What follows belongs to an exercise in optimizing a design on an open flow for small area; a production flow would make more cautious choices. In this exercise RTL edits were held to simulation tests only and were not proved equivalent to the original. No activity file was given, so power comes from the tool's default toggle rates.

== run 1 ==
==> flow/design.v <==
`default_nettype none
module aes_run_sequencer #(
    parameter int DATA_W      = 128,
    parameter int TIMEOUT_CYC = 1024
) (
    input  logic               clk,
    input  logic               rst,
    input  logic               swrst,
    input  logic               run,
    input  logic               extin_en,
    input  logic [7:0]         extin_addr,
    input  logic [DATA_W-1:0]  extin_data,
    input  logic [7:0]         extout_addr,
    output logic [DATA_W-1:0]  extout_data,
    output logic [DATA_W-1:0]  core_key,
    output logic [DATA_W-1:0]  core_din,
    output logic               core_start,
    input  logic [DATA_W-1:0]  core_dout,
    input  logic               core_done,
    output logic               core_abort,
    output logic               trigger,
    output logic               busy
);
    localparam int                 C_CNT_W    = 11;
    localparam logic [C_CNT_W-1:0] C_TMO_LAST = 11'h55f;
    localparam logic [2:0] S_IDLE  = 3'b000;
    localparam logic [2:0] S_LOAD  = 3'b100;
    localparam logic [2:0] S_STORE = 3'b101;
    localparam logic [2:0] S_START = 3'b110;
    localparam logic [2:0] S_WAIT  = 3'b111;
    logic [2:0]         r_state;
    logic [2:0]         w_state_next;
    logic [DATA_W-1:0]  r_key;
    logic [DATA_W-1:0]  r_pt;
    logic [DATA_W-1:0]  r_ct;
    logic [DATA_W-1:0]  r_cfg;
    logic [DATA_W-1:0]  r_hold;
    logic               r_pend_key;
    logic               r_pend_pt;
    logic               r_pend_ct;
    logic               r_pend_cfg;
    logic               r_sel_key;
    logic               r_sel_pt;
    logic               r_sel_ct;
    logic               r_sel_cfg;
    logic               r_sel_stat;
    logic               r_busy_q;
    logic               r_wr_drop_q;
    logic               r_wr_drop;
    logic [7:0]         r_cnt_lag;
    logic               r_cnt_clr;
    logic               r_cnt_inc;
    logic               r_timeout_lag;
    logic [C_CNT_W-1:0] r_tmo_cnt;
    logic               r_abort;
    logic [7:0]         w_cnt_inc;
    logic [7:0]         w_iter_cnt;
    logic               w_timeout;
    logic               w_idle, w_load, w_start, w_wait, w_store;
    logic               w_writable;
    logic               w_wr_en;
    logic               w_run_accept;
    logic               w_timeout_hit;
    logic               w_iter_more;
    logic               w_first;
    logic               w_ld_wr, w_ld_dout, w_ld_pt, w_ld_zero, w_ld_hold;
    assign w_idle  = (r_state == S_IDLE);
    assign w_load  = (r_state == S_LOAD);
    assign w_start = (r_state == S_START);
    assign w_wait  = (r_state == S_WAIT);
    assign w_store = (r_state == S_STORE);
    assign w_writable = (extin_addr == 8'd0) || (extin_addr == 8'd1) ||
                        (extin_addr == 8'd3);
    assign w_wr_en      = extin_en && w_writable && w_idle && !swrst;
    assign w_run_accept = w_idle && run && !swrst;
    assign w_timeout_hit = w_wait && !core_done && (r_tmo_cnt == C_TMO_LAST) && !swrst;
    assign w_cnt_inc  = r_cnt_lag + 8'd1;
    assign w_iter_cnt = r_cnt_clr ? 8'd0 : (r_cnt_inc ? w_cnt_inc : r_cnt_lag);
    assign w_timeout  = !r_cnt_clr && (r_abort || r_timeout_lag);
    assign w_iter_more = (w_cnt_inc < r_cfg[7:0]);
    assign w_first     = r_cnt_clr;
    always_comb begin
        w_state_next = r_state;
        case (r_state)
            S_IDLE:  if (run) w_state_next = S_LOAD;
            S_LOAD:  w_state_next = S_START;
            S_START: w_state_next = S_WAIT;
            S_WAIT: begin
                if (core_done)                     w_state_next = S_STORE;
                else if (r_tmo_cnt == C_TMO_LAST)  w_state_next = S_IDLE;
            end
            S_STORE: w_state_next = w_iter_more ? S_LOAD : S_IDLE;
            default: w_state_next = S_IDLE;
        endcase
        if (swrst) w_state_next = S_IDLE;
    end
    always_ff @(posedge clk) begin
        if (rst) r_state <= S_IDLE;
        else     r_state <= w_state_next;
    end
    assign w_ld_zero = rst || swrst;
    assign w_ld_wr   = !w_ld_zero && w_wr_en;
    assign w_ld_dout = !w_ld_zero && w_wait && core_done;
    assign w_ld_pt   = !w_ld_zero && w_load && w_first && !r_pend_pt;
    assign w_ld_hold = !w_ld_zero && !w_ld_wr && !w_ld_dout && !w_ld_pt;
    logic [DATA_W-1:0] w_hold_next;
    aes_run_sequencer_ao4 #(.W(DATA_W), .EXTRA(0)) u_hold_mux (
        .s0(w_ld_wr),   .d0(extin_data),
        .s1(w_ld_dout), .d1(core_dout),
        .s2(w_ld_pt),   .d2(r_pt),
        .s3(w_ld_hold), .d3(r_hold),
        .e('0),
        .y(w_hold_next)
    );
    always_ff @(posedge clk) begin
        r_hold <= w_hold_next;
    end
    always_ff @(posedge clk) begin
        if (rst) begin
            r_pend_key <= 1'b1;
            r_pend_pt  <= 1'b1;
            r_pend_ct  <= 1'b1;
            r_pend_cfg <= 1'b1;
        end else begin
            r_pend_key <= w_wr_en && (extin_addr == 8'd0);
            r_pend_pt  <= w_wr_en && (extin_addr == 8'd1);
            r_pend_cfg <= w_wr_en && (extin_addr == 8'd3);
            r_pend_ct  <= swrst || w_store;
        end
    end
    always_ff @(posedge clk) begin
        if (r_pend_key) r_key <= r_hold;
        if (r_pend_pt)  r_pt  <= r_hold;
        if (r_pend_ct)  r_ct  <= r_hold;
        if (r_pend_cfg) r_cfg <= r_hold;
    end
    always_ff @(posedge clk) begin
        if (rst) begin
            r_wr_drop <= 1'b0;
            r_abort   <= 1'b0;
            r_cnt_clr <= 1'b1;
            r_cnt_inc <= 1'b0;
        end else begin
            r_abort   <= swrst || w_timeout_hit;
            r_cnt_clr <= swrst || w_run_accept;
            r_cnt_inc <= !swrst && w_store;
            if (swrst || w_run_accept)
                r_wr_drop <= 1'b0;
            else if (extin_en && w_writable && !w_idle)
                r_wr_drop <= 1'b1;
        end
    end
    always_ff @(posedge clk) begin
        r_cnt_lag     <= w_iter_cnt;
        r_timeout_lag <= w_timeout;
        r_busy_q      <= !w_idle;
        r_wr_drop_q   <= r_wr_drop;
    end
    always_ff @(posedge clk) begin
        if (w_start) r_tmo_cnt <= '0;
        else         r_tmo_cnt <= {r_tmo_cnt[9:0], ~(r_tmo_cnt[10] ^ r_tmo_cnt[8])};
    end
    always_ff @(posedge clk) begin
        if (rst) begin
            r_sel_key <= 1'b0;
            r_sel_pt  <= 1'b0;
            r_sel_ct  <= 1'b0;
            r_sel_cfg <= 1'b0;
            r_sel_stat <= 1'b0;
        end else begin
            r_sel_key <= (extout_addr == 8'd0);
            r_sel_pt  <= (extout_addr == 8'd1);
            r_sel_ct  <= (extout_addr == 8'd2);
            r_sel_cfg <= (extout_addr == 8'd3);
            r_sel_stat <= (extout_addr == 8'd4);
        end
    end
    logic [DATA_W-1:0] w_stat_rd;
    always_comb begin
        w_stat_rd        = '0;
        w_stat_rd[0]     = r_sel_stat && r_busy_q;
        w_stat_rd[1]     = r_sel_stat && r_timeout_lag;
        w_stat_rd[2]     = r_sel_stat && r_wr_drop_q;
        w_stat_rd[15:8]  = {8{r_sel_stat}} & r_cnt_lag;
    end
    aes_run_sequencer_ao4 #(.W(DATA_W), .EXTRA(1)) u_read_mux (
        .s0(r_sel_key), .d0(r_key),
        .s1(r_sel_pt),  .d1(r_pt),
        .s2(r_sel_ct),  .d2(r_ct),
        .s3(r_sel_cfg), .d3(r_cfg),
        .e(w_stat_rd),
        .y(extout_data)
    );
    assign core_key   = r_key;
    assign core_din   = r_hold;
    assign core_start = w_start;
    assign core_abort = r_abort;
    assign trigger    = w_start || w_wait;
    assign busy       = !w_idle;
endmodule
module aes_run_sequencer_ao4 #(
    parameter int W     = 128,
    parameter bit EXTRA = 0
) (
    input  logic         s0, s1, s2, s3,
    input  logic [W-1:0] d0, d1, d2, d3,
    input  logic [W-1:0] e,
    output logic [W-1:0] y
);
    for (genvar i = 0; i < W; i++) begin : g_bit
        if (EXTRA && (i <= 2 || (i >= 8 && i <= 15))) begin : g_ext
            aes_run_sequencer_ao5_bit u_bit (
                .s0(s0), .s1(s1), .s2(s2), .s3(s3),
                .d0(d0[i]), .d1(d1[i]), .d2(d2[i]), .d3(d3[i]),
                .e(e[i]), .y(y[i])
            );
        end else begin : g_std
            aes_run_sequencer_ao4_bit u_bit (
                .s0(s0), .s1(s1), .s2(s2), .s3(s3),
                .d0(d0[i]), .d1(d1[i]), .d2(d2[i]), .d3(d3[i]),
                .y(y[i])
            );
        end
    end
endmodule
module aes_run_sequencer_aoi3_bit (
    input  logic s0, s1, s2,
    input  logic d0, d1, d2,
    output logic y_n
);
    assign y_n = ~((s0 & d0) | (s1 & d1) | (s2 & d2));
endmodule
module aes_run_sequencer_ao4_bit (
    input  logic s0, s1, s2, s3,
    input  logic d0, d1, d2, d3,
    output logic y
);
    logic w_n;
    aes_run_sequencer_aoi3_bit u_aoi3 (
        .s0(s0), .s1(s1), .s2(s2), .d0(d0), .d1(d1), .d2(d2), .y_n(w_n)
    );
    logic z_n;
    aes_run_sequencer_nand2_bit u_nand_a (.a(s3), .b(d3), .y_n(z_n));
    aes_run_sequencer_nand2_bit u_nand_b (.a(w_n), .b(z_n), .y_n(y));
endmodule
module aes_run_sequencer_nand2_bit (
    input  logic a, b,
    output logic y_n
);
    assign y_n = ~(a & b);
endmodule
module aes_run_sequencer_ao5_bit (
    input  logic s0, s1, s2, s3,
    input  logic d0, d1, d2, d3,
    input  logic e,
    output logic y
);
    logic w_n;
    aes_run_sequencer_aoi3_bit u_aoi3 (
        .s0(s0), .s1(s1), .s2(s2), .d0(d0), .d1(d1), .d2(d2), .y_n(w_n)
    );
    assign y = ~(w_n & ~(s3 & d3) & ~e);
endmodule
`default_nettype wire
clock: 5.0 ns
lec_check: 0
cap_margin: 20
core_margin: 2
core_utilization: 50
slew_margin: 20
synth_hierarchical: 1
synth_minimum_keep_size: 0
standard.sh (not shown) runs the stock make flow with config.mk's settings and CLKGATE_MAP_FILE= SYNTH_SCRIPT=/design/flow/synth_recipe.tcl, a recipe that flattens the netlist after the stock synthesis.
==> flow/flow/run.sh <==
#!/bin/bash
# Layout flow: the standard ORFS flow (standard.sh, standard synthesis
# unchanged) with two placement/CTS settings changed:
#   * port buffers use the smallest buffer (buf_1) instead of the default
#     pick; every input and output port still gets its own buffer;
#   * CTS builds the tree from clkbuf_8 with clusters of up to 16 sinks
#     within 50 um, and inserts no dummy loads.
# The make output goes to flow_make.log here; each ORFS step keeps its own
# log under orfs/logs/.
set -euo pipefail
export BUFFER_PORTS_ARGS="-buffer_cell sky130_fd_sc_hd__buf_1"
export CTS_ARGS="-sink_clustering_enable -repair_clock_nets -dont_use_dummy_load -sink_clustering_size 16 -sink_clustering_max_diameter 50 -buf_list {sky130_fd_sc_hd__clkbuf_8}"
bash standard.sh finish > flow_make.log 2>&1
### run 1 -> run 2
# run 1
export LEC_CHECK = 0
export CAP_MARGIN = 20
export CORE_MARGIN = 2
export CORE_UTILIZATION = 50
export SLEW_MARGIN = 20
export SYNTH_HIERARCHICAL = 1
export SYNTH_MINIMUM_KEEP_SIZE = 0
create_clock -name core_clock -period 5.0 [get_ports {clk}]
# run 2
export LEC_CHECK = 0
export CAP_MARGIN = 5
export CORE_MARGIN = 2
export CORE_UTILIZATION = 60
export SLEW_MARGIN = 5
export SYNTH_HIERARCHICAL = 1
export SYNTH_MINIMUM_KEEP_SIZE = 0
create_clock -name core_clock -period 5.0 [get_ports {clk}]
[summary]
Run 1 finished end to end and its layout was clean on timing, DRC and antenna. Run 2 reached the final stage; the timing, design-rule and antenna checks on its layout passed. Run 2 vs run 1: final total power down slightly. NOTE die area run 1->run 2 decreased by more than 10%. Lower count of inserted tapcells among run 1 and run 2: run 2. [diff] smallest setup slack after layout, run 2 relative to run 1: regression.
Setup changes, run 2 to run 3
# run 2
export LEC_CHECK = 0
export CAP_MARGIN = 5
export CORE_MARGIN = 2
export CORE_UTILIZATION = 60
export SLEW_MARGIN = 5
export SYNTH_HIERARCHICAL = 1
export SYNTH_MINIMUM_KEEP_SIZE = 0
create_clock -name core_clock -period 5.0 [get_ports {clk}]
# run 3
export LEC_CHECK = 0
export CAP_MARGIN = 20
export CORE_MARGIN = 2
export CORE_UTILIZATION = 80
export SLEW_MARGIN = 20
export SYNTH_HIERARCHICAL = 1
export SYNTH_MINIMUM_KEEP_SIZE = 0
create_clock -name core_clock -period 5.0 [get_ports {clk}]
Results
Run 3 terminated abnormally: 3_2_place_iop reported PPL-0024.
Synthesized area per cell came out exactly the same in run 3 and run 2.
Run 3: die boundary height about 13% below run 2
Comparing run 3 against run 2, there is no change at all in gate count after technology mapping.
Run 3: overall die width is 13% lower than what run 2 reported.
Re post-synthesis instance area: no difference whatsoever between run 3 and run 2.
Comparing run 3 and run 2, the lower initial core utilization was measured on run 2.
Net count of the mapped netlist across run 3 and run 2: no real change.
> inputs changed (run 3 -> run 4)
# run 3
export LEC_CHECK = 0
export CAP_MARGIN = 20
export CORE_MARGIN = 2
export CORE_UTILIZATION = 80
export SLEW_MARGIN = 20
export SYNTH_HIERARCHICAL = 1
export SYNTH_MINIMUM_KEEP_SIZE = 0
create_clock -name core_clock -period 5.0 [get_ports {clk}]
# run 4
export LEC_CHECK = 0
export CAP_MARGIN = 20
export CORE_MARGIN = 2
export CORE_UTILIZATION = 60
export SLEW_MARGIN = 20
export SYNTH_HIERARCHICAL = 1
export SYNTH_MINIMUM_KEEP_SIZE = 0
create_clock -name core_clock -period 5.0 [get_ports {clk}]
### Flow results
- In summary, run 4 completed successfully, with a layout that passed the timing, design-rule and antenna checks.
- When run 4 is measured against run 3, its height of the die turns out 27 µm higher.
- The higher number of standard-cell rows in the floorplan of run 4 and run 3 is in run 4.
- Post-synthesis instance total came out exactly the same in run 4 and run 3.

re-timing with driven ports:
The results above use ideal ports. As a check the final layouts listed here were re-extracted and re-timed, cells and wires unchanged.
Step 1 assumes that a clkbuf_16 drives the clock port and a buf_2 every other input.
Step 2 moves the port delays by t, midway between the first and last clock arrival at a register: inputs arrive t later, outputs are due t later. That takes back most of the time a late clock gives input paths.
a / b / c = no drivers / after step 1 / after step 2; a / b = the first two.
| run | t (ns) | setup WS [ns] | latest minus earliest clock arrival (ns) |
|---|---|---|---|
| run 1 | 0.719 | 1.363 / 1.308 / 1.561 | 0.063 / 0.063 |
| run 2 | 0.712 | 1.326 / 1.270 / 1.513 | 0.041 / 0.042 |
| run 4 | 0.712 | 1.326 / 1.270 / 1.513 | 0.041 / 0.042 |
After both steps setup and hold are still met in every run listed.
